From an optimization exercise on the open Yosys and OpenROAD flow, aimed at small area, a short achievable clock period and few clock cycles per item; shortcuts taken in it are not production practice.
In this exercise RTL edits were held to simulation tests only and were not proved equivalent to the original.
Power is estimated from default activity; no workload was simulated.

==> xenon <==
// booth_pp_accumulator
module booth_pp_accumulator
(
    input  logic                            Clk,
    input  logic                            Reset,
    input  logic                            In_Valid,
    output logic                            In_Ready,
    input  logic [booth_acc_pkg::PP_W-1:0]  PP0,
    input  logic [booth_acc_pkg::PP_W-1:0]  PP1,
    input  logic [booth_acc_pkg::PP_W-1:0]  PP2,
    input  logic [booth_acc_pkg::PP_W-1:0]  PP3,
    input  logic [booth_acc_pkg::PP_W-1:0]  PP4,
    input  logic [booth_acc_pkg::PP_W-1:0]  PP5,
    input  logic [booth_acc_pkg::PP_W-1:0]  PP6,
    input  logic [booth_acc_pkg::PP_W-1:0]  PP7,
    input  logic [booth_acc_pkg::PP_W-1:0]  PP8,
    input  logic [booth_acc_pkg::PP_W-1:0]  PP9,
    input  logic [booth_acc_pkg::PP_W-1:0]  PP10,
    input  logic [booth_acc_pkg::PP_W-1:0]  PP11,
    input  logic [booth_acc_pkg::PP_W-1:0]  PP12,
    input  logic [booth_acc_pkg::PP_W-1:0]  PP13,
    input  logic [booth_acc_pkg::PP_W-1:0]  PP14,
    input  logic [booth_acc_pkg::PP_W-1:0]  PP15,
    input  logic [31:0]                     PP16,
    input  logic [15:0]                     Error_Correction,
    output logic                            Out_Valid,
    input  logic                            Out_Ready,
    output logic [booth_acc_pkg::PROD_W-1:0] Product,
    output logic                            Busy
);
Settings: LEC_CHECK=0, CAP_MARGIN=20, CORE_MARGIN=2, CORE_UTILIZATION=40, CTS_BUF_LIST=sky130_fd_sc_hd__clkbuf_4 sky130_fd_sc_hd__clkbuf_8, SETUP_SLACK_MARGIN=0.7, SLEW_MARGIN=20, SYNTH_HIERARCHICAL=1, SYNTH_MINIMUM_KEEP_SIZE=0; clock period 5.0 ns.
standard.sh (not shown) runs the stock make flow with config.mk's settings and CLKGATE_MAP_FILE= SYNTH_SCRIPT=/design/flow/synth_recipe.tcl, a recipe that flattens the netlist after the stock synthesis.
==> flow/flow/run.sh <==
#!/bin/bash
# Own layout flow: the standard ORFS flow (standard.sh: its synthesis, floorplan,
# placement, CTS and routing), with two changes:
#  - the I/O port buffers that global placement inserts (one per input and output port,
#    as in the standard flow) are sky130_fd_sc_hd__buf_1 instead of the delay-cell buffer
#    buffer_ports picks by default;
#  - before floorplanning, gates that synthesis sized up are put back at their smallest
#    drive strength (flow/pre_floorplan.tcl); repair then sizes up what timing needs.
# Every tool's output goes to the ORFS logs under orfs/logs and to flow_run.log here.
set -euo pipefail
here=$(cd "$(dirname "$0")" && pwd)
export BUFFER_PORTS_ARGS="-buffer_cell sky130_fd_sc_hd__buf_1"
export PRE_FLOORPLAN_TCL="$here/pre_floorplan.tcl"
bash standard.sh finish > flow_run.log 2>&1
==> flow/flow/pre_floorplan.tcl <==
# Before floorplanning: put the one-cell modules' gates that synthesis sized up back at
# their smallest drive strength (same function); later repair sizes up what timing needs.
set db [ord::get_db]
set swaps {
  sky130_fd_sc_hd__maj3_2  sky130_fd_sc_hd__maj3_1
  sky130_fd_sc_hd__a21oi_2 sky130_fd_sc_hd__a21oi_1
}
set n 0
foreach inst [[ord::get_db_block] getInsts] {
  set name [[$inst getMaster] getName]
  if { [dict exists $swaps $name] } {
    $inst swapMaster [$db findMaster [dict get $swaps $name]]
    incr n
  }
}
puts "pre_floorplan: resized $n cells to the smallest drive strength"
==> juniper (differences from xenon) <==
PLACE_DENSITY = 0.8   (was not set)
SETUP_SLACK_MARGIN = 0.9   (was 0.7)
==> summary of the runs <==
- juniper went through all stages and came out clean. xenon went through all stages and came out clean.
- Against juniper, the worst setup slack of xenon is higher by 12 ps.
- Of juniper and xenon, juniper has the higher first-iteration DRC count (gap about 17%, measured against xenon).
- In area after synthesis, xenon and juniper do not differ.
- Sequential power is about the same in xenon and juniper.
- Against juniper, the total power of xenon is lower by 6.0%.
- Synthesized cell count is the same in juniper and xenon.
==> figures <==
	xenon	juniper
Clk power	569 uW	498 uW
Switching Power	5770 uW	6190 uW
Maximum clock rate	247 MHz	247 MHz
Met3 WL post-DR	2.14 mm	2.14 mm
Net switching fraction of the power	49.5%	49.9%
Final worst-path cycle share	80.8%	81.1%
Post-place setup slack	554 ps	594 ps
Result of the run	complete, no violations	complete, no violations
Comb pwr share	74.7%	76.7%
Clk network pwr share	4.9%	4.0%
First-pass iteration count of the detailed router	7	5
Critical path launch point	PP8[28]	PP2[17]
Fraction of area in registers	15.6%	15.4%
Testbench counts of xenon, summed over its fixed seeds: cycles 4,800, items 2,400.
Testbench counts of juniper, summed over its fixed seeds: cycles 4,800, items 2,400.

==> run K <==
booth_pp_accumulator, a different RTL version from the one above (not shown whole).
==> flow/config.mk <==
export PLATFORM = sky130hd
export DESIGN_NAME = booth_pp_accumulator
export DESIGN_NICKNAME = booth_pp_accumulator
export VERILOG_FILES = /design/flow/design.v
export SDC_FILE = /design/flow/constraint.sdc
export NUM_CORES = 4
export LEC_CHECK = 0
export CAP_MARGIN = 20
export CORE_MARGIN = 2
export CORE_UTILIZATION = 40
export SETUP_SLACK_MARGIN = 1.3
export SLEW_MARGIN = 20
export SYNTH_HIERARCHICAL = 1
export SYNTH_MINIMUM_KEEP_SIZE = 0
==> flow/constraint.sdc <==
create_clock -name core_clock -period 5.0 [get_ports {Clk}]
set_input_delay 1.0000 -clock core_clock [delete_from_list [all_inputs] [get_ports {Clk}]]
set_output_delay 1.0000 -clock core_clock [all_outputs]
set_load 0.01 [all_outputs]
==> flow/flow/run.sh <==
#!/bin/bash
# Own layout flow: the standard ORFS flow, with the I/O port buffers that global
# placement inserts (one per input and output port, as in the standard flow) made from
# sky130_fd_sc_hd__buf_1 instead of the delay-cell buffer buffer_ports picks by default.
# Every tool's output goes to the ORFS logs under orfs/logs and to flow_run.log here.
set -euo pipefail
export BUFFER_PORTS_ARGS="-buffer_cell sky130_fd_sc_hd__buf_1"
bash standard.sh finish > flow_run.log 2>&1
==> run A: changes against run K <==
--- a/flow/config.mk
+++ b/flow/config.mk
@@ -8,7 +8,7 @@
 export CAP_MARGIN = 20
 export CORE_MARGIN = 2
 export CORE_UTILIZATION = 40
-export SETUP_SLACK_MARGIN = 1.3
+export SETUP_SLACK_MARGIN = 1.6
 export SLEW_MARGIN = 20
 export SYNTH_HIERARCHICAL = 1
 export SYNTH_MINIMUM_KEEP_SIZE = 0
==> run C: changes against run K <==
--- a/flow/config.mk
+++ b/flow/config.mk
@@ -8,7 +8,6 @@
 export CAP_MARGIN = 20
 export CORE_MARGIN = 2
 export CORE_UTILIZATION = 40
-export SETUP_SLACK_MARGIN = 1.3
 export SLEW_MARGIN = 20
 export SYNTH_HIERARCHICAL = 1
 export SYNTH_MINIMUM_KEEP_SIZE = 0
==> comparison <==
- The lowest non-clock buffer count belongs to run C, the highest to run A.
- Of run A and run C, run A has the higher setup slack (gap 0.21 ns).
- The highest sequential share of layout area belongs to run C, the lowest to run A.
- The highest final cell count belongs to run A, the lowest to run C.
- In synthesized area, run C and run K do not differ.
- Via count, highest first: run A, run K, run C.
- Hold slack: run A < run K < run C.
- Clock skew: run A > run C > run K.
Testbench counts of run K, summed over its fixed seeds: cycles 4,800, items 2,400.
Testbench counts of run A, summed over its fixed seeds: cycles 4,800, items 2,400.
Testbench counts of run C, summed over its fixed seeds: cycles 4,800, items 2,400.

## what the ideal ports hide
How much do the figures lean on ideal ports? The routed layouts below were timed once more, with nothing changed but the port constraints. Step 1 sets driving cells, clkbuf_16 on the clock port and buf_2 on the other inputs (assumed; they add their load-dependent delay and slew). Step 2 times the ports against the registers' clock, not the clock port: input delays grow and output delays shrink by t, the midpoint of the rising clock arrivals with the driver on. Slacks: no drivers / after step 1 / after step 2; pairs: no drivers / after step 1.
| run | t, ns | setup slack, ns | latest minus earliest clock arrival (ns) | worst register clock-pin slew, ns | worst slew at a driven data input, ns |
|---|---|---|---|---|---|
| xenon | 0.416 | 0.958 / 0.944 / 0.527 | 0.022 / 0.021 | 0.12 / 0.12 | 0.16 |
| juniper | 0.430 | 0.946 / 0.962 / 0.531 | 0.021 / 0.021 | 0.11 / 0.11 | 0.12 |
| run K | 0.422 | 1.250 / 1.256 / 0.834 | 0.008 / 0.008 | 0.08 / 0.08 | 0.12 |
| run A | 0.415 | 1.211 / 1.215 / 0.800 | 0.019 / 0.018 | 0.08 / 0.08 | 0.10 |
| run C | 0.401 | 0.998 / 0.949 / 0.637 | 0.012 / 0.011 | 0.07 / 0.07 | 0.12 |
After both steps setup and hold are still met in every run listed. The setup slack of xenon, which loses most, moves by -0.014 ns with the drivers and by -0.431 ns with both steps.
